From an optimization exercise on the open Yosys and OpenROAD flow, aimed at small area, a short achievable clock period and few clock cycles per item; shortcuts taken in it are not production practice.
At most, simulation tests tie the RTL to the original design; equivalence was not proved.
The RTL of runs 5 and 6 was laid out without a check of its function.

## design/flow/config.mk

```make
export PLATFORM = sky130hd
export DESIGN_NAME = audio_spike_detector
export DESIGN_NICKNAME = audio_spike_detector
export VERILOG_FILES = /design/flow/design.v
export SDC_FILE = /design/flow/constraint.sdc
export NUM_CORES = 4
export LEC_CHECK = 0
export ABC_AREA = 1
export CAP_MARGIN = 20
export CORE_MARGIN = 2
export CORE_UTILIZATION = 40
export SETUP_SLACK_MARGIN = 3.3
export SLEW_MARGIN = 20
```

## design/flow/constraint.sdc

```tcl
create_clock -name core_clock -period 6.5 [get_ports {clk_i}]
set_input_delay 1.3000 -clock core_clock [delete_from_list [all_inputs] [get_ports {clk_i}]]
set_output_delay 1.3000 -clock core_clock [all_outputs]
set_load 0.01 [all_outputs]
```

## design/flow/design.v

```verilog
`default_nettype none
package asd_pkg;
  localparam int SampleBits  = 12;
  localparam int ElapsedBits = 8;
  localparam int TimerBits   = 16;
  localparam int SumBits     = 19;
  localparam int CountBits   = 7;
  localparam int FracBits    = 10;
  localparam int CfgIdxBits  = 2;
  localparam int CfgDataBits = 16;
  localparam int InDataBits  = ((SampleBits + ElapsedBits + 7) / 8) * 8;
  localparam int OutDataBits = ((SampleBits + 7) / 8) * 8;
  localparam int ProdBits    = SampleBits + FracBits;
  localparam int ThrBits     = ProdBits - 8 + 1;
  localparam int JobBits     = 1 + 1 + SumBits + CountBits;
  localparam int QDepth      = 2;
  localparam int QPtrBits    = $clog2(QDepth);
  localparam int QCntBits    = $clog2(QDepth + 1);
  localparam int DivSteps    = SumBits;
  localparam int DivCntBits  = $clog2(DivSteps);
  localparam logic [SampleBits-1:0]  AvgReset      = SampleBits'(2048);
  localparam logic [TimerBits-1:0]   HoldoffReset  = TimerBits'(100);
  localparam logic [FracBits-1:0]    FracReset     = FracBits'(77);
  localparam logic [TimerBits-1:0]   LogPerReset   = TimerBits'(50);
  localparam logic [CountBits-1:0]   PerAvgReset   = CountBits'(20);
  typedef enum logic [CfgIdxBits-1:0] {
    CFG_HOLDOFF  = 2'd0,
    CFG_FRACTION = 2'd1,
    CFG_LOG_PER  = 2'd2,
    CFG_PER_AVG  = 2'd3
  } cfg_idx_e;
  typedef struct packed {
    logic                 spike;
    logic                 div;
    logic [SumBits-1:0]   sum;
    logic [CountBits-1:0] divisor;
  } job_t;
  typedef struct packed {
    logic                  upd;
    logic [SampleBits-1:0] level;
  } avg_t;
  typedef struct packed {
    logic push;
    logic pending;
  } front_stat_t;
endpackage
`default_nettype wire
`default_nettype none
module audio_spike_detector
(
  input  wire logic        clk_i,
  input  wire logic        rst_ni,
  input  wire logic        cfg_we_i,
  input  wire logic [1:0]  cfg_idx_i,
  input  wire logic [15:0] cfg_data_i,
  input  wire logic        s_axis_tvalid,
  output logic             s_axis_tready,
  input  wire logic [23:0] s_axis_tdata,
  output logic             m_axis_tvalid,
  input  wire logic        m_axis_tready,
  output logic [15:0]      m_axis_tdata,
  output logic             m_axis_tuser
);
  localparam int R4Steps = 2;                
  localparam int DivBits = 2 * R4Steps;      
  localparam int DivCyc  = 12 / DivBits;     
  localparam int PhBits  = $clog2(DivCyc + 2);
  logic [15:0] hold_q, lper_q;
  logic [9:0]  frac_q;
  logic [6:0]  pavg_q;
  logic        v2_q;       
  logic        dv2_q;      
  logic [11:0] smp2_q;
  logic [7:0]  dt2_q;
  logic [15:0] htmr_q, ptmr_q;
  logic [11:0] peak_q;
  logic [18:0] sum_q;      
  logic [6:0]  cnt_q;      
  logic [11:0] avg_q;
  logic [22:0] prod_q;     
  logic [PhBits-1:0] ph_q;
  logic              mul_q;    
  logic              mreq_q;   
  logic ov0_q, ov1_q;
  logic os0_q, os1_q;
  logic spkd_q;                
  logic pop, push, push_spk, s2_fire, acc_ok, acc, drained;
  logic run_last, div_last, adv;
  assign pop      = ov0_q && m_axis_tready;
  assign drained  = !ov0_q || (!ov1_q && m_axis_tready);
  assign run_last = (ph_q == PhBits'(DivCyc + 1));
  assign div_last = !mul_q && (ph_q == PhBits'(DivCyc));
  assign adv      = (ph_q != '0) && (!div_last || drained);
  assign s2_fire  = v2_q && (dv2_q || (ph_q == '0 && !mreq_q && !ov1_q));
  assign acc_ok   = !mreq_q && (ph_q == '0 || run_last) && (!v2_q || s2_fire);
  assign s_axis_tready = acc_ok;
  assign acc      = s_axis_tvalid && acc_ok;
  logic [11:0] smp;
  logic [7:0]  dt;
  logic [16:0] p_left;
  logic        per_end, div_now, gt;
  logic [15:0] p_add;
  logic [11:0] peak_new;
  logic [18:0] sum_a, sum_b, sum_new;
  logic [6:0]  cnt_inc;
  always_comb begin
    smp      = s_axis_tdata[11:0];
    dt       = s_axis_tdata[19:12];
    p_left   = {1'b0, lper_q} - {1'b0, ptmr_q};
    per_end  = p_left[16] || (p_left[15:8] == 8'd0 && dt >= p_left[7:0]);
    p_add    = ptmr_q + {8'b0, dt};
    gt       = (smp > peak_q);
    peak_new = gt ? smp : peak_q;
    sum_a    = sum_q + {7'b0, peak_q};
    sum_b    = sum_q + {7'b0, smp};
    sum_new  = gt ? sum_b : sum_a;
    cnt_inc  = cnt_q + 7'd1;
    div_now  = per_end && (cnt_inc >= pavg_q);
  end
  logic [16:0] h_left, h_add;
  logic [15:0] h_sat;
  logic        hgt, spike;
  always_comb begin
    h_left = {1'b0, hold_q} - {1'b0, htmr_q};
    hgt    = (hold_q != 16'hFFFF) &&
             (h_left[16] || (h_left[15:8] == 8'd0 && dt2_q > h_left[7:0]));
    h_add  = {1'b0, htmr_q} + {9'b0, dt2_q};
    h_sat  = h_add[16] ? 16'hFFFF : h_add[15:0];
    spike  = hgt && ({3'b0, smp2_q} > prod_q[22:8]);
  end
  logic [6:0]         rem;
  logic [8:0]         t, d1, d2, d3;
  logic [9:0]         e1, e2, e3;
  logic               c1, c2, c3;
  logic [DivBits-1:0] qd;
  logic [18:0]        sum_div;
  always_comb begin
    d1  = {2'b0, cnt_q};
    d2  = {1'b0, cnt_q, 1'b0};
    d3  = d1 + d2;
    rem = sum_q[18:12];
    for (int j = R4Steps - 1; j >= 0; j--) begin
      t  = {rem, sum_q[12 - DivBits + 2*j +: 2]};
      e1 = {1'b0, t} - {1'b0, d1};
      e2 = {1'b0, t} - {1'b0, d2};
      e3 = {1'b0, t} - {1'b0, d3};
      c1 = !e1[9];
      c2 = !e2[9];
      c3 = !e3[9];
      qd[2*j +: 2] = {c2, c3 || (c1 && !c2)};
      rem = c3 ? e3[6:0] : c2 ? e2[6:0] : c1 ? e1[6:0] : t[6:0];
    end
    sum_div = {rem, sum_q[11-DivBits:0], qd};
  end
  logic [DivBits-1:0] hdig;
  logic [10:0]        mult;
  logic [PhBits-1:0]  didx;
  always_comb begin
    mult = 11'd256 + {1'b0, frac_q};
    didx = ph_q - PhBits'(2);
    hdig = '0;
    for (int k = 0; k < DivCyc; k++) begin
      if (didx == PhBits'(k)) hdig = avg_q[12 - DivBits*k - 1 -: DivBits];
    end
    if (!mul_q && !run_last) hdig = sum_q[DivBits-1:0];
  end
  always_ff @(posedge clk_i or negedge rst_ni) begin
    if (!rst_ni) begin
      hold_q <= 16'd100;
      frac_q <= 10'd77;
      lper_q <= 16'd50;
      pavg_q <= 7'd20;
    end else if (cfg_we_i) begin
      case (cfg_idx_i)
        2'd0: hold_q <= cfg_data_i;
        2'd1: frac_q <= cfg_data_i[9:0];
        2'd2: lper_q <= cfg_data_i;
        default: pavg_q <= cfg_data_i[6:0];
      endcase
    end
  end
  assign push     = (s2_fire && !dv2_q) || (adv && div_last);
  assign push_spk = dv2_q ? spkd_q : spike;
  always_ff @(posedge clk_i or negedge rst_ni) begin
    if (!rst_ni) begin
      v2_q    <= 1'b0;
      dv2_q   <= 1'b0;
      htmr_q  <= '0;
      ptmr_q  <= '0;
      peak_q  <= '0;
      sum_q   <= '0;
      cnt_q   <= '0;
      avg_q   <= 12'd2048;
      ph_q    <= '0;
      mul_q   <= 1'b0;
      mreq_q  <= 1'b1;
      ov0_q   <= 1'b0;
      ov1_q   <= 1'b0;
    end else begin
      if (acc) begin
        v2_q  <= 1'b1;
        dv2_q <= div_now;
      end else if (s2_fire) begin
        v2_q  <= 1'b0;
      end
      if (acc) begin
        ptmr_q <= per_end ? '0 : p_add;
        peak_q <= per_end ? '0 : peak_new;
        if (per_end) begin
          sum_q <= sum_new;
          cnt_q <= cnt_inc;
        end
      end else if (adv && div_last) begin
        sum_q <= '0;
        cnt_q <= '0;
        avg_q <= sum_div[11:0];
      end else if (adv && !mul_q && !run_last) begin
        sum_q <= sum_div;
      end
      if (s2_fire) htmr_q <= spike ? '0 : h_sat;
      if (acc && div_now) begin
        ph_q  <= PhBits'(1);
        mul_q <= 1'b0;
      end else if (ph_q == '0 && mreq_q) begin
        ph_q  <= PhBits'(1);
        mul_q <= 1'b1;
      end else if (run_last) begin
        ph_q  <= '0;
      end else if (adv) begin
        ph_q  <= ph_q + PhBits'(1);
      end
      if (cfg_we_i && cfg_idx_i == 2'd1) mreq_q <= 1'b1;
      else if (ph_q == '0)               mreq_q <= 1'b0;
      if (push && !pop) begin
        if (!ov0_q) ov0_q <= 1'b1;
        else        ov1_q <= 1'b1;
      end else if (pop && !push) begin
        ov0_q <= ov1_q;
        ov1_q <= 1'b0;
      end
    end
  end
  always_ff @(posedge clk_i) begin
    if (acc) begin
      smp2_q <= smp;
      dt2_q  <= dt;
    end
    if (s2_fire && dv2_q) spkd_q <= spike;
    if (push && pop) begin
      if (ov1_q) begin
        os0_q <= os1_q;
        os1_q <= push_spk;
      end else begin
        os0_q <= push_spk;
      end
    end else if (push) begin
      if (!ov0_q) os0_q <= push_spk;
      else        os1_q <= push_spk;
    end else if (pop) begin
      os0_q <= os1_q;
    end
    if (ph_q == PhBits'(1)) prod_q <= '0;
    if (adv && ph_q >= PhBits'(2)) prod_q <= (prod_q << DivBits) + 23'(hdig) * 23'(mult);
  end
  assign m_axis_tvalid = ov0_q;
  assign m_axis_tuser  = os0_q;
  assign m_axis_tdata  = {4'b0, avg_q};
endmodule
`default_nettype wire
```

## design/flow/flow/run.sh

```bash
#!/bin/bash
# Standard layout, with the adders left to ABC instead of the platform's full/half adder cells.
set -euo pipefail
bash standard.sh ADDER_MAP_FILE= finish > make_finish.log 2>&1
```

## design/flow/standard.sh

```bash
#!/bin/bash
# synth_recipe.tcl (not shown) runs the flow's synth.tcl, then flattens the netlist and writes it again
# the make line also repeats each setting of config.mk as NAME=value (left out here)
make -C /OpenROAD-flow-scripts/flow DESIGN_CONFIG=/design/flow/config.mk WORK_HOME=/design/flow/orfs CLKGATE_MAP_FILE= SYNTH_SCRIPT=/design/flow/synth_recipe.tcl "${@:-finish}"
```

==> results of run 1 <==
## worst max-delay path, cell delays in order, from the launching register on
cell	delay, ns
dfrtp_2	0.48
inv_4	0.12
nand2_4	0.08
nor2_4	0.12
nand2_2	0.16
nand3_4	0.16
buf_12	0.14
nor2_4	0.04
nand2_4	0.11
a21boi_1	0.29
nand2_4	0.12
a21oi_4	0.20
nand2_4	0.09
nand2_2	0.08
nand2_2	0.06
buf_4	0.14
nand3_4	0.08
nand2_4	0.07
nor2_4	0.15
nand2_2	0.11
nor3_2	0.14
nand2_2	0.10
nand2_4	0.10
nand2_2	0.06
nand2_1	0.08
nor2_1	0.04
## kinds of logic (layout without fill, tap and decap cells)
family                   after synthesis  count (layout)  share of synthesized area
AO/OA/AOI/OAI                        451             451                     0.1586
XOR/XNOR                              68              68                    0.03669
adder cells (fa/ha/maj)                2               2                   0.001233
buffers and inverters                430             732                     0.1048
flip-flops                           186             186                     0.3020
multiplexers                           1               1                  0.0006936
other                                  1               4                  0.0002310
AND/OR/NAND/NOR                     1499            1510                     0.3957
## per-stage QoR
| stage | hold slack [ns] | setup slack, ns |
|---|---|---|
| after detailed placement | 0.4812 | 1.365 |
| after global routing | 0.5419 | 2.709 |
| after floorplan | 0.4530 | 3.013 |
| final | 0.4956 | 2.915 |
| after CTS | 0.5005 | 3.115 |
| after global placement | 0.4748 | 1.427 |
## timing repair
item | in CTS | in global routing
endpoints found under the hold margin | 0 | 0
gates cloned | 9 | 7
pin swaps | 162 | 247
endpoints found under the setup margin | 104 | 93
resized for setup | 490 | 538
setup buffers | 160 | 87
## metal layers
metal  up-vias  wire, um  track usage  part of all wire
li1       9154         -            -                 -
met1      9001     25150       0.3300              0.44
met2       486     28090       0.4369              0.49
met3       110      2289      0.02677             0.040
met4         0      1780      0.09892             0.031
met5         -         0            0                 0
## how the worst max path moves through the flow
stage	endpoint	from	slack (ns)
after floorplan	sum_q[16]	s_axis_tdata[11]	3.01
after global placement	sum_q[12]	m_axis_tready	1.43
after detailed placement	sum_q[3]	m_axis_tready	1.37
after CTS	prod_q[21]	ph_q[0]	3.12
after global routing	prod_q[20]	ph_q[0]	2.71
final	prod_q[20]	ph_q[0]	2.91
## cell type report
type,count,share of cell area
Timing Repair Buffer,314,0.1231
Clock buffer,20,0.02027
Tap cell,525,0.02785
Inverter,384,0.06515
Clock inverter,12,0.005146
Multi-Input combinational cell,2036,0.5491
Sequential cell,186,0.2089
Timing Repair inverter,2,0.0004775
## Yosys cell counts (all sizes together) (2+ instances only)
library cell and count:
nand3b 8, nand4 34, o2bb2ai 2, or3 2
a21oi 130, a31oi 8, nor2 321, nor3b 6
o211ai 16, xnor2 32, o21ai 210, and3 4
o22ai 44, maj3 2, a21o 3, and2 4
o221ai 3, nand3 197, nand2 872, o32ai 4
a21boi 18, edfxtp 46, inv 382, o21bai 5
clkbuf 21, or2 9, nor3 34, xor2 36
dfstp 14, a211oi 2, clkinv 2, dfrtp 126
a22oi 2, buf 25, nor4 7
## registers in the layout, summed over array words and instances (netlist names), 8 cells and up
name / count
peak_q: 12
ptmr_q: 16
htmr_q: 16
prod_q: 23
lper_q: 16
sum_q: 19
hold_q: 16
smp2_q: 12
avg_q: 12
frac_q: 10
dt2_q: 8
==> results by group, run 1 <==
Layout
  • Multi-input gate area: 12950 sq um
  • Fin nets: 2988
  • Layout Utilization: 0.5909
  • FF+latch area: 4926 sq um
  • Ant. Diodes: 0
  • Most frequent cells in the layout: 570 x nand2_1, 310 x inv_1, 215 x nand2_2
  • Fillers: 3560
  • Final instance area: 23580 sq um
  • Syn-to-layout area delta: 45.28%
  • Non-filler cells, final: 3479
  • Commonest non-fill, non-tap cell in the layout: nand2_1
  • Layout cells sized above 1: 0.3649

Worst setup path
  • Worst r2r src: ph_q[0]
  • WS Path Type: flop to flop
  • Critical path required time: 6.72 ns
  • CP endpoint kind: flop
  • CP Max Fanout: 8
  • Critical Path AT: 3.80 ns
  • FF-to-FF path depth: 25
  • FF-to-FF End: prod_q[20]
  • Crit start category: flop
  • R2R Setup Slk: 2.91 ns

GRT
  • Pin count of the biggest net entering global routing: 93
  • Initial antenna violation count: 1
  • Vias in the first global route: 17460
  • GRT Util Overall: 0.2550
  • First-pass GRT wire length: 86180 um
  • Remaining global-route overflow: 0

Detailed routing
  • First-pass iteration count of the detailed router: 7
  • Routed via count: 18750
  • Routed Antenna Nets: 0
  • Routed len/inst: 16.47 um
  • Residual DRC: 0
  • Vias/cell: 5.390
  • Routed WL: 57310 um
  • 1st-iter DRT viols: 1412

Clocking
  • CTS tree: built
  • CTS clock-pin slew for the worst setup and hold paths: 0.08 ns
  • CTS Hold Bufs: 0
  • Clock sinks: 186
  • Clock latency (worst-skew pair): 0.47 ns
  • Maximum clock path buffer count: 2
  • Clk root buf: clkbuf_16
  • H-tree levels: 4
  • Cts bufs inserted: 17

Timing
  • Final period utilization: 0.5516
  • Fin. Hold Viols: 0
  • Fmax: 278.9 MHz
  • Clock Skews: 0.01082 ns
  • RSZ-0062 raised after global routing: yes
  • Max-slew headroom: 0.3752
  • Worst-Margin Slew: 0.9349 ns
  • Pins Over Slew Limit: 0
  • Fin crit period: 3.585 ns
  • Final TNS setup: 0 ns
  • # setup viols final: 0

Synth
  • #FFs+latches synth: 186
  • Post-synthesis cell area: 16230 sq um
  • Post-synthesis average cell area: 6.154 sq um
  • Register area share after synthesis: 0.3020
  • Cell taking the most area after synthesis: dfrtp_1
  • Primary FF master, synth: dfrtp_1
  • Cells after Synth: 2638
  • Synth top area share: 0.1942
  • Netlist cell types: 63
  • Synth warn: 1
  • Synth async-reset ratio: 0.7527
  • Area contributors post-synth: dfrtp_1 19%, nand2_1 19%, edfxtp_1 8.5%
  • Post-synth EDFFs: 46

Worst hold path
  • Worst Min Path Start: pavg_q[0]
  • Hold Path Class: flop to flop
  • Hold EP: pavg_q[0]
  • WHS Path Cells: 2

Floorplan
  • # rows: 73
  • Die width: 205.5 um
  • IO Pins: 66
  • Die area: 42210 sq um
  • Initial core utilization: 0.4067
  • Core area: 39910 sq um
  • Die Ht: 205.5 um

Placed design
  • Final HPWL DP: 36870 um
  • GPL Wtd Cong: 0.9187
  • I/O Buffers: 57
  • DP Cell Count: 3184
  • Placed Instance Area: 17450 sq um

Status
  • Status: no timing/DRC/antenna violations

Flow run
  • Max cap viols: 0
Testbench counts, summed over its fixed seeds: cycles 11,038, items 8,000.
==> inputs of run 2 (changes only) <==
--- a/design/flow/config.mk
+++ b/design/flow/config.mk
@@ -9,5 +9,5 @@
 export CAP_MARGIN = 20
 export CORE_MARGIN = 2
 export CORE_UTILIZATION = 40
-export SETUP_SLACK_MARGIN = 3.3
+export SETUP_SLACK_MARGIN = 2.0
 export SLEW_MARGIN = 20
==> results by group, run 2 <==
Status
  • Status: no timing/DRC/antenna violations (unchanged)

Timing
  • Clock Skews: 0.01364 ns (was 0.01082 ns)
  • Final period utilization: 0.6386 (was 0.5516)
  • Fin crit period: 4.151 ns (was 3.585 ns)
  • RSZ-0062 raised after global routing: yes (unchanged)
  • Pins Over Slew Limit: 0 (unchanged)
  • Final TNS setup: 0 ns (unchanged)
  • Fmax: 240.9 MHz (was 278.9 MHz)
  • Fin. Hold Viols: 0 (unchanged)
  • Worst-Margin Slew: 0.9522 ns (was 0.9349 ns)
  • # setup viols final: 0 (unchanged)
  • Max-slew headroom: 0.3636 (was 0.3752)

Layout
  • Most frequent cells in the layout: 822 x nand2_1, 355 x inv_1, 297 x nor2_1 (was 570 x nand2_1, 310 x inv_1, 215 x nand2_2)
  • Ant. Diodes: 0 (unchanged)
  • Commonest non-fill, non-tap cell in the layout: nand2_1 (unchanged)
  • Biggest regs: prod_q: 23 flops, sum_q: 19 flops (unchanged)
  • Layout cells sized above 1: 0.08009 (was 0.3649)
  • Fillers: 4150 (was 3560)
  • Max reg flops: 23 (unchanged)
  • Final instance area: 18010 sq um (was 23580 sq um)
  • Biggest register: prod_q (unchanged)
  • Syn-to-layout area delta: 10.98% (was 45.28%)
  • Fin nets: 2731 (was 2988)

Synth
  • Post-synthesis average cell area: 6.154 sq um (unchanged)
  • Area contributors post-synth: dfrtp_1 19%, nand2_1 19%, edfxtp_1 8.5% (unchanged)
  • Post-synthesis cell area: 16230 sq um (unchanged)
  • Count leader, synth: nand2_1 (unchanged)
  • Register area share after synthesis: 0.3020 (unchanged)
  • Cells after Synth: 2638 (unchanged)
  • Synth top cells by count: 827 x nand2_1, 355 x inv_1, 300 x nor2_1, 185 x nand3_1, 177 x o21ai_0 (unchanged)
  • #FFs+latches synth: 186 (unchanged)
  • Synth top area share: 0.1942 (unchanged)
  • Synth async-reset ratio: 0.7527 (unchanged)
  • Primary FF master, synth: dfrtp_1 (unchanged)
  • Netlist cell types: 63 (unchanged)
  • Post-synth EDFFs: 46 (unchanged)
  • Cell taking the most area after synthesis: dfrtp_1 (unchanged)
  • Synth warn: 1 (unchanged)

Detailed routing
  • First-pass iteration count of the detailed router: 5 (was 7)
  • Routed WL: 48130 um (was 57310 um)
  • Residual DRC: 0 (unchanged)
  • Routed Antenna Nets: 0 (unchanged)
  • 1st-iter DRT viols: 1109 (was 1412)
  • Routed len/inst: 14.94 um (was 16.47 um)
  • Vias/cell: 5.202 (was 5.390)
  • Routed via count: 16760 (was 18750)

Clocking
  • Clock latency (worst-skew pair): 0.47 ns (about the same)
  • CTS clock-pin slew for the worst setup and hold paths: 0.08 ns (about the same)
  • Clk root buf: clkbuf_16 (unchanged)
  • Clock sinks: 186 (unchanged)
  • Maximum clock path buffer count: 2 (unchanged)
  • Cts bufs inserted: 17 (unchanged)
  • H-tree levels: 4 (unchanged)
  • CTS tree: built (unchanged)

Worst setup path
  • FF-to-FF End: sum_q[16] (was prod_q[20])
  • Crit start category: primary input (was flop)
  • Critical Path End: sum_q[15] (was prod_q[20])
  • Slowest cell on crit path: clkdlybuf4s50_1 (was dfrtp_2)
  • CP startpoint: s_axis_tdata[10] (was ph_q[0])
  • WS Path Type: primary input to flop (was flop to flop)
  • Critical path required time: 6.89 ns (was 6.72 ns)
  • CP endpoint kind: flop (unchanged)
  • Crit path depth: 25 (unchanged)
  • R2R Setup Slk: 2.44 ns (was 2.91 ns)
  • CP Buf/Inv Count: 6 (was 3)
  • CP Max Fanout: 7 (was 8)
  • Critical Path AT: 4.54 ns (was 3.80 ns)
  • Delay-heaviest family, CP: simple AND/OR/NAND/NOR gates (unchanged)
  • Slowest stage delay, CP: 0.51 ns (was 0.48 ns)
  • Most used cell along the critical path: nand2_1
  • Worst r2r src: cnt_q[3] (was ph_q[0])
  • FF-to-FF path depth: 24 (was 25)

Placed design
  • I/O Buffers: 57 (unchanged)
  • GPL Wtd Cong: 0.9342 (was 0.9187)
  • Final HPWL DP: 37020 um (was 36870 um)
  • Placed Instance Area: 17280 sq um (was 17450 sq um)

GRT
  • First-pass GRT wire length: 78240 um (was 86180 um)
  • Initial antenna violation count: 0 (was 1)
  • GRT Util Overall: 0.2319 (was 0.2550)
  • Vias in the first global route: 15630 (was 17460)
  • Pin count of the biggest net entering global routing: 81 (was 93)
  • Remaining global-route overflow: 0 (unchanged)

Floorplan
  • Die Ht: 205.5 um (unchanged)
  • Die width: 205.5 um (unchanged)
  • # rows: 73 (unchanged)
  • Core area: 39910 sq um (unchanged)
  • IO Pins: 66 (unchanged)
  • Initial core utilization: 0.4067 (unchanged)
  • Die area: 42210 sq um (unchanged)

Worst hold path
  • Hold Path Class: flop to flop (unchanged)
  • Worst Min Path Start: frac_q[6] (was pavg_q[0])

Flow run
  • Max cap viols: 0 (unchanged)
[run 2: per-layer routing]
layer,track usage,up-vias,routed length (um)
li1,-,8593,-
met1,0.3097,7789,22670
met2,0.3877,325,22450
met3,0.02550,55,1739
met4,0.08402,0,1273
met5,0,-,0
[run 2: worst reg2reg max path, delay by kind of cell (launching register included)]
kind / cells / cell delay [ns]
compound gates: 4 / 0.89
buf+inv: 5 / 0.71
flops: 1 / 0.68
simple gates: 15 / 1.67
[run 2: how the worst min path moves through the flow]
stage                      endpoint  depth (start not counted)
after global placement    pavg_q[0]                          2
after detailed placement  pavg_q[1]                          2
final                     frac_q[6]                          2
after global routing      lper_q[5]                          2
after floorplan           pavg_q[1]                          2
after CTS                 lper_q[5]                          2
[run 2: per-stage QoR]
step	worst slack (ns)	std cells	hold WS (ns)	utilization
floorplan	2.732	2641	0.4530	-
global placement	1.067	3186	0.4723	0.4329
detailed placement	1.023	3186	0.4840	0.4329
CTS	2.020	3218	0.5117	0.4481
global route	1.939	3222	0.5165	0.4513
finish	2.349	3222	0.5110	0.4513
[run 2: logic make-up (layout without fill, tap and decap cells)]
kind of cell             after synthesis  in the layout  share of synthesized area
flip-flops                           186            186                     0.3020
adder cells (fa/ha/maj)                2              2                   0.001233
AND/OR/NAND/NOR                     1499           1501                     0.3957
XOR/XNOR                              68             68                    0.03669
other                                  1              4                  0.0002310
multiplexers                           1              1                  0.0006936
buffers and inverters                430            484                     0.1048
AO/OA/AOI/OAI                        451            451                     0.1586
[run 2: area by class of cell]
type	count	area [sq um]	area share
clock buffer	20	467.9	0.02598
sequential	186	4905	0.2723
inverter	384	1446	0.08029
tap	525	656.9	0.03646
timing repair buffer	68	659.4	0.03660
clock inverter	12	128.9	0.007154
multi-input combinational	2027	9751	0.5413
[run 2: repair_timing]
| action | CTS | global route |
|---|---|---|
| hold buffers | 0 | 0 |
| gates cloned | 0 | 2 |
| setup endpoints to repair | 19 | 20 |
| buffers inserted | 0 | 2 |
| endpoints found under the hold margin | 0 | 0 |
| pin swaps | 0 | 4 |
| resized for setup | 5 | 31 |
==> inputs of run 3 (changes only) <==
--- a/design/flow/config.mk
+++ b/design/flow/config.mk
@@ -9,5 +9,4 @@
 export CAP_MARGIN = 20
 export CORE_MARGIN = 2
 export CORE_UTILIZATION = 40
-export SETUP_SLACK_MARGIN = 2.0
 export SLEW_MARGIN = 20
==> results by group, run 3 <==
Status
  • Status: no timing/DRC/antenna violations (unchanged)

Synth
  • Cells after Synth: 2638 (unchanged)
  • Count leader, synth: nand2_1 (unchanged)
  • Cell taking the most area after synthesis: dfrtp_1 (unchanged)
  • Post-synthesis cell area: 16230 sq um (unchanged)
  • Netlist cell types: 63 (unchanged)
  • Area contributors post-synth: dfrtp_1 19%, nand2_1 19%, edfxtp_1 8.5% (unchanged)
  • Primary FF master, synth: dfrtp_1 (unchanged)
  • Synth top cells by count: 827 x nand2_1, 355 x inv_1, 300 x nor2_1, 185 x nand3_1, 177 x o21ai_0 (unchanged)
  • Register area share after synthesis: 0.3020 (unchanged)
  • Synth warn: 1 (unchanged)
  • Post-synthesis average cell area: 6.154 sq um (unchanged)
  • Synth async-reset ratio: 0.7527 (unchanged)
  • #FFs+latches synth: 186 (unchanged)
  • Synth top area share: 0.1942 (unchanged)
  • Post-synth EDFFs: 46 (unchanged)

Floorplan
  • Die area: 42210 sq um (unchanged)
  • IO Pins: 66 (unchanged)
  • # rows: 73 (unchanged)
  • Core area: 39910 sq um (unchanged)
  • Initial core utilization: 0.4067 (unchanged)
  • Die width: 205.5 um (unchanged)
  • Die Ht: 205.5 um (unchanged)

Detailed routing
  • 1st-iter DRT viols: 1058 (was 1109)
  • First-pass iteration count of the detailed router: 6 (was 5)
  • Routed WL: 47610 um (was 48130 um)
  • Routed len/inst: 14.79 um (was 14.94 um)
  • Routed via count: 16730 (was 16760)
  • Residual DRC: 0 (unchanged)
  • Routed Antenna Nets: 0 (unchanged)
  • Vias/cell: 5.198 (was 5.202)

Timing
  • Pins Over Slew Limit: 0 (unchanged)
  • Worst-Margin Slew: 0.9585 ns (was 0.9522 ns)
  • # setup viols final: 0 (unchanged)
  • Clock Skews: 0.01250 ns (was 0.01364 ns)
  • Final period utilization: 0.7779 (was 0.6386)
  • Fmax: 197.8 MHz (was 240.9 MHz)
  • Max-slew headroom: 0.3595 (was 0.3636)
  • Final TNS setup: 0 ns (unchanged)
  • Fin crit period: 5.056 ns (was 4.151 ns)
  • RSZ-0062 raised after global routing: no (was yes)
  • Fin. Hold Viols: 0 (unchanged)

Worst setup path
  • WS Path Type: primary input to flop (unchanged)
  • FF-to-FF path depth: 23 (was 24)
  • CP Max Fanout: 28 (was 7)
  • Critical Path AT: 5.41 ns (was 4.54 ns)
  • Critical path required time: 6.85 ns (was 6.89 ns)
  • CP endpoint kind: flop (unchanged)
  • Crit start category: primary input (unchanged)

Clocking
  • Maximum clock path buffer count: 2 (unchanged)
  • H-tree levels: 4 (unchanged)
  • CTS Hold Bufs: 0 (unchanged)
  • Cts bufs inserted: 17 (unchanged)
  • CTS tree: built (unchanged)
  • Resized cells post-CTS: 0 (was 5)
  • Clk root buf: clkbuf_16 (unchanged)
  • Setup Fix Bufs, Post-CTS: 0 (unchanged)
  • Clock latency (worst-skew pair): 0.47 ns (about the same)
  • Clock sinks: 186 (unchanged)
  • CTS clock-pin slew for the worst setup and hold paths: 0.08 ns (about the same)

Placed design
  • I/O Buffers: 57 (unchanged)
  • Final HPWL DP: 37020 um (unchanged)
  • GPL Wtd Cong: 0.9342 (unchanged)

Flow run
  • Max cap viols: 0 (unchanged)

GRT
  • GRT Util Overall: 0.2319 (about the same)
  • Grt met3 use: 0.02550 (unchanged)
  • Remaining global-route overflow: 0 (unchanged)
  • Pin count of the biggest net entering global routing: 81 (unchanged)
  • First-pass GRT wire length: 78210 um (was 78240 um)
  • M1 GR Usage: 0.3097 (unchanged)
  • Vias in the first global route: 15620 (was 15630)
  • Initial antenna violation count: 0 (unchanged)
  • Top Usage Layer GRT: met2 (unchanged)
  • Met2 usage: 0.3874 (was 0.3877)

Layout
  • Biggest regs: prod_q: 23 flops, sum_q: 19 flops (unchanged)
  • Fin nets: 2727 (was 2731)
  • Commonest non-fill, non-tap cell in the layout: nand2_1 (unchanged)
  • Biggest register: prod_q (unchanged)
  • Layout cells sized above 1: 0.07130 (was 0.08009)
  • Syn-to-layout area delta: 10.17% (was 10.98%)
  • Most frequent cells in the layout: 827 x nand2_1, 355 x inv_1, 300 x nor2_1 (was 822 x nand2_1, 355 x inv_1, 297 x nor2_1)
  • Ant. Diodes: 0 (unchanged)
  • Max reg flops: 23 (unchanged)

Worst hold path
  • Hold Path Class: flop to flop (unchanged)
  • WHS Path Cells: 2 (unchanged)
==> run 3: area by class of cell <==
class                           instances  area [sq um]
Clock inverter                         12         128.9
Inverter                              384          1441
Sequential cell                       186          4902
Fill cell                            4155         22030
Clock buffer                           20         467.9
Multi-Input combinational cell       2025          9647
Timing Repair Buffer                   66         639.4
Tap cell                              525         656.9
==> run 3: metal layers <==
metal | part of all wire | vias to the layer above
met1 | 0.48 | 7774
met5 | 0 | -
li1 | - | 8593
met4 | 0.028 | 0
met2 | 0.46 | 306
met3 | 0.031 | 55
==> run 3: through the flow <==
step	hold WS, ns	area (sq um)	instances	utilization	setup WS [ns]
2_1_floorplan	0.4530	16240	2641	-	2.732
3_3_place_gp	0.4723	17280	3186	0.4329	1.067
3_5_place_dp	0.4840	17280	3186	0.4329	1.023
4_1_cts	0.5117	17880	3218	0.4479	1.502
5_1_grt	0.5165	17880	3218	0.4480	1.032
6_report	0.5109	17880	3218	0.4480	1.444
==> run 3: kinds of logic after synthesis <==
group	Yosys count	share of synthesized area
buf+inv	430	0.1048
simple gates	1499	0.3957
compound gates	451	0.1586
flops	186	0.3020
other cells	1	0.0002310
mux	1	0.0006936
fa+ha+maj	2	0.001233
xor+xnor	68	0.03669
==> run 3: path summary, 6_finish.rpt <==
kind,endpoint,start,slack (ns)
max,sum_q[18],m_axis_tready,1.44
min,frac_q[6],frac_q[6],0.51
max reg2reg,sum_q[16],cnt_q[4],2.33
min reg2reg,frac_q[6],frac_q[6],0.51
max in group asynchronous,hold_q[9],rst_ni,4.33
min in group asynchronous,ptmr_q[13],rst_ni,0.85
==> run 3: worst max-delay path, cell delays in order <==
cell             delay, ns
clkdlybuf4s50_1       0.50
inv_1                 0.04
o21ai_0               0.63
nor3_1                0.15
inv_1                 0.12
nand2_1               0.11
inv_1                 0.08
buf_4                 0.32
nand3_1               0.17
nand2_1               0.52
inv_1                 0.31
o21ai_0               0.14
nand2_1               0.29
inv_2                 0.47
nand2_1               0.10
inv_1                 0.07
a21oi_1               0.06
==> inputs of run 4 (changes only) <==
--- a/design/flow/config.mk
+++ b/design/flow/config.mk
@@ -9,4 +9,5 @@
 export CAP_MARGIN = 20
 export CORE_MARGIN = 2
 export CORE_UTILIZATION = 40
+export SETUP_SLACK_MARGIN = 2.5
 export SLEW_MARGIN = 20
==> results by group, run 4 <==
Timing
  • Fin. Hold Viols: 0 (unchanged)
  • Fmax: 264.6 MHz (was 197.8 MHz)
  • RSZ-0062 raised after global routing: no (unchanged)
  • Fin worst setup slack: 2.721 ns (was 1.444 ns)
  • Pins Over Slew Limit: 0 (unchanged)
  • # setup viols final: 0 (unchanged)
  • Max-slew headroom: 0.3576 (was 0.3595)
  • Final period utilization: 0.5813 (was 0.7779)
  • Final TNS setup: 0 ns (unchanged)
  • Worst hold slack: 0.5119 ns (was 0.5109 ns)
  • Worst-Margin Slew: 0.9613 ns (was 0.9585 ns)
  • Clock Skews: 0.01419 ns (was 0.01250 ns)
  • Fin crit period: 3.779 ns (was 5.056 ns)

Synth
  • Post-synthesis average cell area: 6.154 sq um (unchanged)
  • Synth top cells by count: 827 x nand2_1, 355 x inv_1, 300 x nor2_1, 185 x nand3_1, 177 x o21ai_0 (unchanged)
  • Synth warn: 1 (unchanged)
  • Synth async-reset ratio: 0.7527 (unchanged)
  • Primary FF master, synth: dfrtp_1 (unchanged)
  • Register area share after synthesis: 0.3020 (unchanged)
  • Cell taking the most area after synthesis: dfrtp_1 (unchanged)
  • Netlist cell types: 63 (unchanged)
  • Synth top area share: 0.1942 (unchanged)
  • Area contributors post-synth: dfrtp_1 19%, nand2_1 19%, edfxtp_1 8.5% (unchanged)
  • Count leader, synth: nand2_1 (unchanged)
  • Post-synth EDFFs: 46 (unchanged)
  • #FFs+latches synth: 186 (unchanged)
  • Post-synthesis cell area: 16230 sq um (unchanged)
  • Cells after Synth: 2638 (unchanged)

Layout
  • Syn-to-layout area delta: 14.29% (was 10.17%)
  • Layout cells sized above 1: 0.1120 (was 0.07130)
  • Fin nets: 2766 (was 2727)
  • Fillers: 4126 (was 4155)
  • Max reg flops: 23 (unchanged)
  • Biggest register: prod_q (unchanged)
  • Commonest non-fill, non-tap cell in the layout: nand2_1 (unchanged)
  • Biggest regs: prod_q: 23 flops, sum_q: 19 flops (unchanged)
  • Final instance area: 18550 sq um (was 17880 sq um)
  • Most frequent cells in the layout: 816 x nand2_1, 348 x inv_1, 286 x nor2_1 (was 827 x nand2_1, 355 x inv_1, 300 x nor2_1)

Floorplan
  • Core area: 39910 sq um (unchanged)
  • # rows: 73 (unchanged)
  • Initial core utilization: 0.4067 (unchanged)
  • Die Ht: 205.5 um (unchanged)
  • Die area: 42210 sq um (unchanged)
  • Die width: 205.5 um (unchanged)
  • IO Pins: 66 (unchanged)

Clocking
  • H-tree levels: 4 (unchanged)
  • Clk root buf: clkbuf_16 (unchanged)
  • Cts bufs inserted: 17 (unchanged)
  • CTS clock-pin slew for the worst setup and hold paths: 0.08 ns (about the same)
  • Maximum clock path buffer count: 2 (unchanged)
  • CTS Hold Bufs: 0 (unchanged)
  • Clock sinks: 186 (unchanged)
  • Clock latency (worst-skew pair): 0.47 ns (about the same)
  • CTS tree: built (unchanged)

Worst hold path
  • Hold Path Class: flop to flop (unchanged)

Detailed routing
  • 1st-iter DRT viols: 1146 (was 1058)
  • Routed len/inst: 14.93 um (was 14.79 um)
  • Routed WL: 48650 um (was 47610 um)
  • Vias/cell: 5.206 (was 5.198)
  • First-pass iteration count of the detailed router: 7 (was 6)
  • Routed Antenna Nets: 0 (unchanged)
  • Residual DRC: 0 (unchanged)
  • Routed via count: 16960 (was 16730)

Placed design
  • Pre-CTS WS: 1.023 ns (unchanged)
  • Placed Instance Area: 17280 sq um (unchanged)
  • I/O Buffers: 57 (unchanged)
  • GPL Wtd Cong: 0.9342 (unchanged)
  • Final HPWL DP: 37020 um (unchanged)

Worst setup path
  • WS Path Type: primary input to flop (unchanged)
  • Critical Path AT: 4.13 ns (was 5.41 ns)
  • Critical path required time: 6.85 ns (about the same)
  • CP endpoint kind: flop (unchanged)
  • Crit start category: primary input (unchanged)
  • CP Max Fanout: 25 (was 28)

GRT
  • Pin count of the biggest net entering global routing: 81 (unchanged)
  • GRT Util Overall: 0.2337 (was 0.2319)
  • First-pass GRT wire length: 78860 um (was 78210 um)
  • Remaining global-route overflow: 0 (unchanged)
  • Initial antenna violation count: 1 (was 0)
  • Vias in the first global route: 15740 (was 15620)

Status
  • Status: no timing/DRC/antenna violations (unchanged)

Flow run
  • Max cap viols: 0 (unchanged)
==> run 4: cell counts after synthesis <==
No cell type changed its count.
==> run 4: worst paths after layout <==
kind                                    start          to  slack (ns)  cells past startpoint
worst max-delay path            m_axis_tready   sum_q[13]        2.72                     16
worst min-delay path                lper_q[4]   lper_q[4]        0.51                      2
worst max register to register      sum_q[18]   sum_q[12]        2.85                     23
worst min register to register      lper_q[4]   lper_q[4]        0.51                      2
max in group asynchronous              rst_ni   hold_q[3]        4.33                      2
min in group asynchronous              rst_ni  ptmr_q[13]        0.85                      1
==> run 4: layout make-up <==
class,count,area (sq um),share of cell area
Sequential cell,186,4920,0.2652
Clock buffer,20,467.9,0.02522
Timing Repair Buffer,104,978.4,0.05274
Tap cell,525,656.9,0.03541
Clock inverter,12,128.9,0.006946
Antenna cell,1,2.502,0.0001349
Multi-Input combinational cell,2026,9935,0.5355
Inverter,384,1464,0.07890
==> run 4: critical path, cell delays in order <==
cell and delay (ns):
clkdlybuf4s50_1 0.49, inv_1 0.08, o21ai_4 0.22, nor3_1 0.10, inv_1 0.09, nand2_1 0.11
inv_1 0.09, buf_6 0.25, nand3_1 0.20, nand2_4 0.24, inv_1 0.18, o21ai_0 0.14
nand2_2 0.21, buf_12 0.19, o21ai_0 0.14, a21oi_1 0.08
==> run 4: metal layers <==
metal,up-vias,track usage,routed length [um]
li1,8676,-,-
met2,342,0.3921,22750
met4,0,0.08376,1370
met1,7881,0.3119,22730
met3,63,0.02471,1804
met5,-,0,0
==> run 4: cell families (layout without fill, tap and decap cells) <==
kind of cell | after synthesis | after routing | synth area share
adders and majority gates | 2 | 2 | 0.001233
muxes | 1 | 1 | 0.0006936
DFF | 186 | 186 | 0.3020
other | 1 | 5 | 0.0002310
AOI/OAI and AO/OA | 451 | 451 | 0.1586
xor gates and xnor gates | 68 | 68 | 0.03669
and+or+nand+nor | 1499 | 1500 | 0.3957
buffers and inverters | 430 | 520 | 0.1048
==> run 4: what timing repair did <==
item / CTS / global route
gates cloned: 1 / 0
resized for setup: 46 / 92
setup buffers: 5 / 33
pin swaps: 7 / 20
endpoints found under the setup margin: 33 / 49
==> run 4: stage by stage <==
step,instances,utilization
after floorplan,2641,-
after global placement,3186,0.4329
after detailed placement,3186,0.4329
after CTS,3224,0.4517
after global routing,3258,0.4648
final,3258,0.4648
==> inputs of run 5 (changes only) <==
--- a/design/flow/design.v
+++ b/design/flow/design.v
@@ -155,6 +155,7 @@
   logic [DivBits-1:0] hdig;
   logic [10:0]        mult;
   logic [PhBits-1:0]  didx;
+  logic [14:0]        hprod;
   always_comb begin
     mult = 11'd256 + {1'b0, frac_q};
     didx = ph_q - PhBits'(2);
@@ -163,6 +164,10 @@
       if (didx == PhBits'(k)) hdig = avg_q[12 - DivBits*k - 1 -: DivBits];
     end
     if (!mul_q && !run_last) hdig = sum_q[DivBits-1:0];
+    hprod = '0;
+    for (int k = 0; k < DivBits; k++) begin
+      if (hdig[k]) hprod = hprod + (15'(mult) << k);
+    end
   end
   always_ff @(posedge clk_i or negedge rst_ni) begin
     if (!rst_ni) begin
@@ -260,7 +265,7 @@
       os0_q <= os1_q;
     end
     if (ph_q == PhBits'(1)) prod_q <= '0;
-    if (adv && ph_q >= PhBits'(2)) prod_q <= (prod_q << DivBits) + 23'(hdig) * 23'(mult);
+    if (adv && ph_q >= PhBits'(2)) prod_q <= (prod_q << DivBits) + 23'(hprod);
   end
   assign m_axis_tvalid = ov0_q;
   assign m_axis_tuser  = os0_q;
==> results by group, run 5 <==
Status
  • Status: no timing/DRC/antenna violations (unchanged)

Layout
  • Ant. Diodes: 0 (was 1)
  • FF+latch area: 4915 sq um (was 4920 sq um)
  • Biggest regs: prod_q: 23 flops, sum_q: 19 flops (unchanged)
  • Biggest register: prod_q (unchanged)
  • Fin nets: 2768 (was 2766)
  • Multi-input gate area: 11390 sq um (was 9935 sq um)
  • Syn-to-layout area delta: 41.40% (was 14.29%)
  • Commonest non-fill, non-tap cell in the layout: nand2_1 (unchanged)
  • Layout cells sized above 1: 0.3292 (was 0.1120)
  • Max reg flops: 23 (unchanged)
  • Fillers: 3502 (was 4126)
  • Layout Utilization: 0.5699 (was 0.4648)
  • Most frequent cells in the layout: 503 x nand2_1, 307 x inv_1, 248 x nor2_1 (was 816 x nand2_1, 348 x inv_1, 286 x nor2_1)

Worst setup path
  • Critical path required time: 6.84 ns (was 6.85 ns)
  • WS Path Type: primary input to flop (unchanged)
  • Critical Path AT: 4.91 ns (was 4.13 ns)
  • CP Max Fanout: 7 (was 25)
  • Slowest stage delay, CP: 0.19 ns (was 0.49 ns)
  • Slowest cell on crit path: nor3_4 (was clkdlybuf4s50_1)
  • Crit start category: primary input (unchanged)
  • Most used cell along the critical path: buf_6 (was inv_1)
  • CP endpoint kind: flop (unchanged)

Floorplan
  • Die width: 200.6 um (was 205.5 um)
  • Core area: 38380 sq um (was 39910 sq um)
  • IO Pins: 66 (unchanged)
  • Die Ht: 200.6 um (was 205.5 um)
  • Die area: 40260 sq um (was 42210 sq um)
  • # rows: 72 (was 73)
  • Initial core utilization: 0.4030 (was 0.4067)

Synth
  • Count leader, synth: nand2_1 (unchanged)
  • #FFs+latches synth: 186 (unchanged)
  • Area contributors post-synth: dfrtp_1 20%, nand2_1 17%, edfxtp_1 8.9% (was dfrtp_1 19%, nand2_1 19%, edfxtp_1 8.5%)
  • Cell taking the most area after synthesis: dfrtp_1 (unchanged)
  • Post-synthesis cell area: 15470 sq um (was 16230 sq um)
  • Synth async-reset ratio: 0.7527 (unchanged)
  • Netlist cell types: 66 (was 63)
  • Synth top area share: 0.2039 (was 0.1942)
  • Cells after Synth: 2439 (was 2638)
  • Synth top cells by count: 684 x nand2_1, 344 x inv_1, 302 x nor2_1, 177 x o21ai_0, 162 x nand3_1 (was 827 x nand2_1, 355 x inv_1, 300 x nor2_1, 185 x nand3_1, 177 x o21ai_0)
  • Post-synthesis average cell area: 6.342 sq um (was 6.154 sq um)
  • Primary FF master, synth: dfrtp_1 (unchanged)
  • Register area share after synthesis: 0.3169 (was 0.3020)
  • Post-synth EDFFs: 46 (unchanged)
  • Synth warn: 1 (unchanged)

Timing
  • Fin worst setup slack: 1.934 ns (was 2.721 ns)
  • Fmax: 219.0 MHz (was 264.6 MHz)
  • Max-slew headroom: 0.3036 (was 0.3576)
  • Fin crit period: 4.566 ns (was 3.779 ns)
  • # setup viols final: 0 (unchanged)
  • Pins Over Slew Limit: 0 (unchanged)
  • RSZ-0062 raised after global routing: yes (was no)
  • Final period utilization: 0.7025 (was 0.5813)
  • Fin. Hold Viols: 0 (unchanged)
  • Worst-Margin Slew: 1.042 ns (was 0.9613 ns)
  • Final TNS setup: 0 ns (unchanged)
  • Clock Skews: 0.01354 ns (was 0.01419 ns)

Clocking
  • CTS tree: built (unchanged)
  • Clk root buf: clkbuf_16 (unchanged)
  • Maximum clock path buffer count: 2 (unchanged)
  • H-tree levels: 4 (unchanged)
  • Cts bufs inserted: 17 (unchanged)
  • CTS Hold Bufs: 0 (unchanged)
  • Clock sinks: 186 (unchanged)
  • CTS clock-pin slew for the worst setup and hold paths: 0.07 ns (was 0.08 ns)
  • Clock latency (worst-skew pair): 0.46 ns (was 0.47 ns)

Detailed routing
  • Vias/cell: 5.323 (was 5.206)
  • Residual DRC: 0 (unchanged)
  • 1st-iter DRT viols: 1317 (was 1146)
  • Routed Antenna Nets: 0 (unchanged)
  • Routed WL: 51810 um (was 48650 um)
  • Routed len/inst: 15.93 um (was 14.93 um)
  • Routed via count: 17310 (was 16960)
  • First-pass iteration count of the detailed router: 6 (was 7)

GRT
  • Remaining global-route overflow: 0 (unchanged)
  • Pin count of the biggest net entering global routing: 90 (was 81)
  • Initial antenna violation count: 0 (was 1)
  • First-pass GRT wire length: 78360 um (was 78860 um)
  • GRT Util Overall: 0.2382 (was 0.2337)
  • Vias in the first global route: 15700 (was 15740)

Flow run
  • Max cap viols: 0 (unchanged)

Placed design
  • GPL Wtd Cong: 0.8998 (was 0.9342)
  • Pre-CTS WS: 0.6552 ns (was 1.023 ns)
  • Final HPWL DP: 33660 um (was 37020 um)
  • I/O Buffers: 57 (unchanged)

Worst hold path
  • Hold Path Class: flop to flop (unchanged)
-- run 5: path summary, 6_finish.rpt --
path                                       from         end  slack, ns  cells after the start
max in group asynchronous                rst_ni   frac_q[4]       4.33                      2
worst max register to register          ph_q[1]  prod_q[18]       1.97                     38
worst min-delay path                   sum_q[0]    sum_q[0]       0.50                      2
worst max-delay path            s_axis_tdata[6]    sum_q[4]       1.93                     33
min in group asynchronous                rst_ni   ptmr_q[8]       0.88                      1
worst min register to register         sum_q[0]    sum_q[0]       0.50                      2
-- run 5: per-stage QoR --
step / std cells / hold slack (ns) / instance area (sq um)
floorplan: 2442 / 0.4530 / 15560
global placement: 2971 / 0.4695 / 16580
detailed placement: 2971 / 0.4741 / 16580
CTS: 3158 / 0.4967 / 19600
global route: 3252 / 0.5245 / 21870
finish: 3252 / 0.5003 / 21870
-- run 5: layout make-up --
class / instances / area share
clock buffer: 17 / 0.01945
multi-input combinational: 1829 / 0.5209
sequential: 186 / 0.2247
inverter: 370 / 0.06762
tap: 518 / 0.02963
timing repair buffer: 316 / 0.1303
clock inverter: 15 / 0.007151
timing repair inverter: 1 / 0.0002860
-- run 5: per-layer routing --
layer  part of all wire  up-vias  global-route usage
met3              0.041      100             0.02516
met1               0.43     8305              0.3094
met2               0.51      474              0.4146
li1                   -     8432                   -
met5                  0        -                   0
met4              0.024        0             0.07884
-- run 5: kinds of logic after synthesis --
group                    share of synthesized area
AO/OA/AOI/OAI                               0.1590
XOR/XNOR                                   0.04579
adder cells (fa/ha/maj)                   0.003236
buffers and inverters                       0.1083
flip-flops                                  0.3169
other                                    0.0002424
AND/OR/NAND/NOR                             0.3665
-- run 5: what timing repair did --
action	CTS	global route
pin swaps	167	239
setup endpoints to repair	89	90
cloned	3	1
buffers inserted	152	93
resized for setup	372	423
-- run 5: worst max-delay path: cells and delay by family --
kind            cells  cell delay [ns]
buf+inv            16             1.66
simple gates       11             1.13
compound gates      6             0.83
==> inputs of run 6 (changes only) <==
==> design/flow/flow/run.sh (replaced) <==
#!/bin/bash
# Standard layout, with the adders left to ABC instead of the platform's full/half adder cells
# and ABC's area script replaced by flow/abc_area.script (area mapping under a delay target).
set -euo pipefail
work=$(pwd)
mkdir -p "$work/scripts"
for f in "$FLOW_HOME"/scripts/*; do ln -sf "$f" "$work/scripts/"; done
rm -f "$work/scripts/abc_area.script"
cp "$work/flow/abc_area.script" "$work/scripts/abc_area.script"
bash standard.sh ADDER_MAP_FILE= SCRIPTS_DIR="$work/scripts" finish > make_finish.log 2>&1
==> design/flow/flow/abc_area.script (new file) <==
strash
dch
map -D 2600
topo
stime -c
buffer -c
upsize -D 2600
dnsize -D 2600
==> results by group, run 6 <==
Worst setup path
  • Most used cell along the critical path: nand4_1 (was buf_6)
  • WS Path Type: flop to flop (was primary input to flop)
  • R2R Setup Slk: 1.74 ns (was 1.97 ns)
  • FF-to-FF path depth: 31 (was 38)
  • Crit start category: flop (was primary input)
  • CP endpoint kind: flop (unchanged)
  • Delay-heaviest family, CP: simple AND/OR/NAND/NOR gates (was buffers and inverters)
  • FF-to-FF End: prod_q[22] (was prod_q[18])
  • Slowest cell on crit path: dfrtp_2 (was nor3_4)
  • CP Buf/Inv Count: 3 (was 16)
  • CP Max Fanout: 8 (was 7)
  • Critical path required time: 6.72 ns (was 6.84 ns)
  • Slowest stage delay, CP: 0.46 ns (was 0.19 ns)
  • Worst r2r src: ph_q[0] (was ph_q[1])
  • Critical Path AT: 4.98 ns (was 4.91 ns)
  • Crit path depth: 31 (was 33)

Timing
  • Final period utilization: 0.7330 (was 0.7025)
  • Clock Skews: 0.01111 ns (was 0.01354 ns)
  • Worst-Margin Slew: 1.099 ns (was 1.042 ns)
  • Fmax: 209.9 MHz (was 219.0 MHz)
  • Fin crit period: 4.764 ns (was 4.566 ns)
  • Final TNS setup: 0 ns (unchanged)
  • # setup viols final: 0 (unchanged)
  • Max-slew headroom: 0.2664 (was 0.3036)
  • RSZ-0062 raised after global routing: yes (unchanged)
  • Fin. Hold Viols: 0 (unchanged)
  • Pins Over Slew Limit: 0 (unchanged)

Synth
  • #FFs+latches synth: 186 (unchanged)
  • Primary FF master, synth: dfrtp_1 (unchanged)
  • Xor/xnor share of the synthesized area: 0.04371 (was 0.04579)
  • Post-synthesis average cell area: 6.653 sq um (was 6.342 sq um)
  • Synth top area share: 0.1926 (was 0.2039)
  • Synth Area in Compound Gates: 0.2264 (was 0.1590)
  • Post-synthesis cell area: 16370 sq um (was 15470 sq um)
  • Synth async-reset ratio: 0.7527 (unchanged)
  • Synth warn: 1 (unchanged)
  • Cell taking the most area after synthesis: dfrtp_1 (unchanged)
  • Adder-Cell Fraction of Synth Area: 0.002445 (was 0.003236)
  • Cells after Synth: 2461 (was 2439)
  • Register area share after synthesis: 0.2994 (was 0.3169)
  • Simple-gate portion of the synthesized area: 0.3257 (was 0.3665)
  • Largest family of logic cells by synthesized area: simple AND/OR/NAND/NOR gates (unchanged)
  • Synth top cells by count: 442 x nor2_1, 429 x nand2_1, 323 x inv_1, 159 x o21ai_0, 155 x a21oi_1 (was 684 x nand2_1, 344 x inv_1, 302 x nor2_1, 177 x o21ai_0, 162 x nand3_1)
  • Area contributors post-synth: dfrtp_1 19%, nor2_1 10%, nand2_1 9.8% (was dfrtp_1 20%, nand2_1 17%, edfxtp_1 8.9%)
  • Mux cell area share after synthesis: 0.004814 (was 0)
  • Count leader, synth: nor2_1 (was nand2_1)
  • Netlist cell types: 93 (was 66)
  • Post-synth EDFFs: 46 (unchanged)

Clocking
  • Clock latency (worst-skew pair): 0.47 ns (was 0.46 ns)
  • H-tree levels: 4 (unchanged)
  • Clk root buf: clkbuf_16 (unchanged)
  • CTS clock-pin slew for the worst setup and hold paths: 0.08 ns (was 0.07 ns)
  • Clock sinks: 186 (unchanged)
  • Maximum clock path buffer count: 2 (unchanged)
  • Cts bufs inserted: 17 (unchanged)
  • CTS tree: built (unchanged)

Floorplan
  • Die Ht: 206.3 um (was 200.6 um)
  • IO Pins: 66 (unchanged)
  • Core area: 40650 sq um (was 38380 sq um)
  • # rows: 74 (was 72)
  • Die width: 206.3 um (was 200.6 um)
  • Initial core utilization: 0.4028 (was 0.4030)
  • Die area: 42570 sq um (was 40260 sq um)

GRT
  • Remaining global-route overflow: 0 (unchanged)
  • First-pass GRT wire length: 87050 um (was 78360 um)
  • Initial antenna violation count: 1 (was 0)
  • GRT Util Overall: 0.2572 (was 0.2382)
  • Pin count of the biggest net entering global routing: 86 (was 90)
  • Vias in the first global route: 17090 (was 15700)

Detailed routing
  • Vias/cell: 5.669 (was 5.323)
  • Routed Antenna Nets: 0 (unchanged)
  • Residual DRC: 0 (unchanged)
  • Routed WL: 58140 um (was 51810 um)
  • Routed via count: 18570 (was 17310)
  • First-pass iteration count of the detailed router: 6 (unchanged)
  • Routed len/inst: 17.75 um (was 15.93 um)
  • 1st-iter DRT viols: 1507 (was 1317)

Placed design
  • Final HPWL DP: 38360 um (was 33660 um)
  • DP Cell Count: 2997 (was 2971)
  • GPL Wtd Cong: 0.9449 (was 0.8998)
  • Placed Instance Area: 17620 sq um (was 16580 sq um)
  • I/O Buffers: 57 (unchanged)

Layout
  • Max reg flops: 23 (unchanged)
  • Layout Utilization: 0.5658 (was 0.5699)
  • Layout cells sized above 1: 0.3225 (was 0.3292)
  • Most frequent cells in the layout: 375 x nor2_1, 336 x nand2_1, 295 x inv_1 (was 503 x nand2_1, 307 x inv_1, 248 x nor2_1)
  • Commonest non-fill, non-tap cell in the layout: nor2_1 (was nand2_1)
  • Non-filler cells, final: 3276 (was 3252)
  • Biggest regs: prod_q: 23 flops, sum_q: 19 flops (unchanged)
  • Final instance area: 23000 sq um (was 21870 sq um)
  • Fin nets: 2778 (was 2768)
  • Biggest register: prod_q (unchanged)
  • Ant. Diodes: 0 (unchanged)
  • Syn-to-layout area delta: 40.45% (was 41.40%)
  • Fillers: 3617 (was 3502)

Worst hold path
  • WHS Path Cells: 2 (unchanged)
  • Hold Path Class: flop to flop (unchanged)
  • Hold EP: lper_q[0] (was sum_q[0])
  • Worst Min Path Start: lper_q[0] (was sum_q[0])

Status
  • Status: no timing/DRC/antenna violations (unchanged)

Flow run
  • Max cap viols: 0 (unchanged)
==> run 6: cell types whose count changed after synthesis, moves of 23 or more <==
cell     change
o22ai_1     +23
nand4_1     +27
nand2_1    -255
nor2_1     +140
a21oi_1     +41
nand2_2     -25
==> run 6: kinds of logic (layout without fill, tap and decap cells) <==
family                   count (synthesis)  after routing
AND/OR/NAND/NOR                       1205           1212
AO/OA/AOI/OAI                          579            581
buffers and inverters                  402            673
flip-flops                             186            186
XOR/XNOR                                77             77
multiplexers                             7              7
adder cells (fa/ha/maj)                  4              4
other                                    1              4
==> run 6: area by class of cell <==
| type | instances | area [sq um] | share of cell area |
|---|---|---|---|
| clock inverters | 13 | 161.4 | 0.007019 |
| clock buffers | 19 | 475.5 | 0.02068 |
| multi-input cells | 1885 | 12570 | 0.5468 |
| repair buffers | 306 | 2879 | 0.1252 |
| inverters | 335 | 1321 | 0.05746 |
| flip-flops and latches | 186 | 4918 | 0.2139 |
| well taps | 532 | 665.6 | 0.02895 |
==> run 6: worst max-delay path by stage <==
stage                    startpoint         end  slack, ns
floorplan           s_axis_tdata[5]   sum_q[18]       2.16
global placement    s_axis_tdata[5]   sum_q[18]       0.64
detailed placement  s_axis_tdata[5]   sum_q[18]       0.49
CTS                         ph_q[0]  prod_q[18]       1.83
global route              frac_q[7]  prod_q[22]       1.38
finish                      ph_q[0]  prod_q[22]       1.74
==> run 6: routing by layer <==
metal,part of all wire,track usage
met3,0.056,0.03264
met4,0.034,0.09235
met5,0,0
met1,0.42,0.3260
met2,0.49,0.4479
==> run 6: per-stage QoR <==
stage,worst slack [ns],hold WS [ns]
after floorplan,2.159,0.4530
after global placement,0.6438,0.4765
after detailed placement,0.4864,0.4790
after CTS,1.830,0.4984
after global routing,1.379,0.5348
final,1.736,0.4933
==> run 6: repair_timing <==
| action | in CTS | in global routing |
|---|---|---|
| setup endpoints to repair | 95 | 94 |
| hold buffers | 0 | 0 |
| buffers inserted | 130 | 100 |
| resized for setup | 342 | 366 |
| pin swaps | 109 | 176 |
| cloned | 11 | 6 |
==> run 6: worst reg2reg max path: cells and delay by family, from the launching register on <==
| family | cells | cell delay, ns |
|---|---|---|
| AOI/OAI and AO/OA | 6 | 0.88 |
| buffers and inverters | 3 | 0.41 |
| DFF | 1 | 0.46 |
| and+or+nand+nor | 22 | 2.76 |

what the ideal ports hide:
In the flow no input, the clock included, has a driving cell. The finished layouts below were timed again as built, in two steps. Step 1 assumes that a clkbuf_16 drives the clock port and a buf_2 every other input. Step 2 times the ports against the registers' clock, not the clock port: input delays grow and output delays shrink by t, the midpoint of the rising clock arrivals with the driver on. a / b / c = no drivers / after step 1 / after step 2; a / b = the first two.
run | t, ns | slack for setup (ns) | worst hold slack (ns) | worst register clock-pin slew, ns
run 1 | 0.520 | 2.915 / 2.915 / 2.439 | 0.496 / 0.496 / 0.496 | 0.08 / 0.08
run 2 | 0.514 | 2.349 / 2.369 / 1.855 | 0.511 / 0.511 / 0.511 | 0.08 / 0.08
run 3 | 0.513 | 1.444 / 1.469 / 0.956 | 0.511 / 0.511 / 0.511 | 0.08 / 0.08
run 4 | 0.513 | 2.721 / 2.744 / 2.231 | 0.512 / 0.512 / 0.512 | 0.08 / 0.08
run 5 | 0.502 | 1.934 / 1.941 / 1.440 | 0.500 / 0.500 / 0.500 | 0.08 / 0.08
run 6 | 0.508 | 1.736 / 1.736 / 1.508 | 0.493 / 0.493 / 0.493 | 0.08 / 0.08
After both steps setup and hold are still met in every run listed.
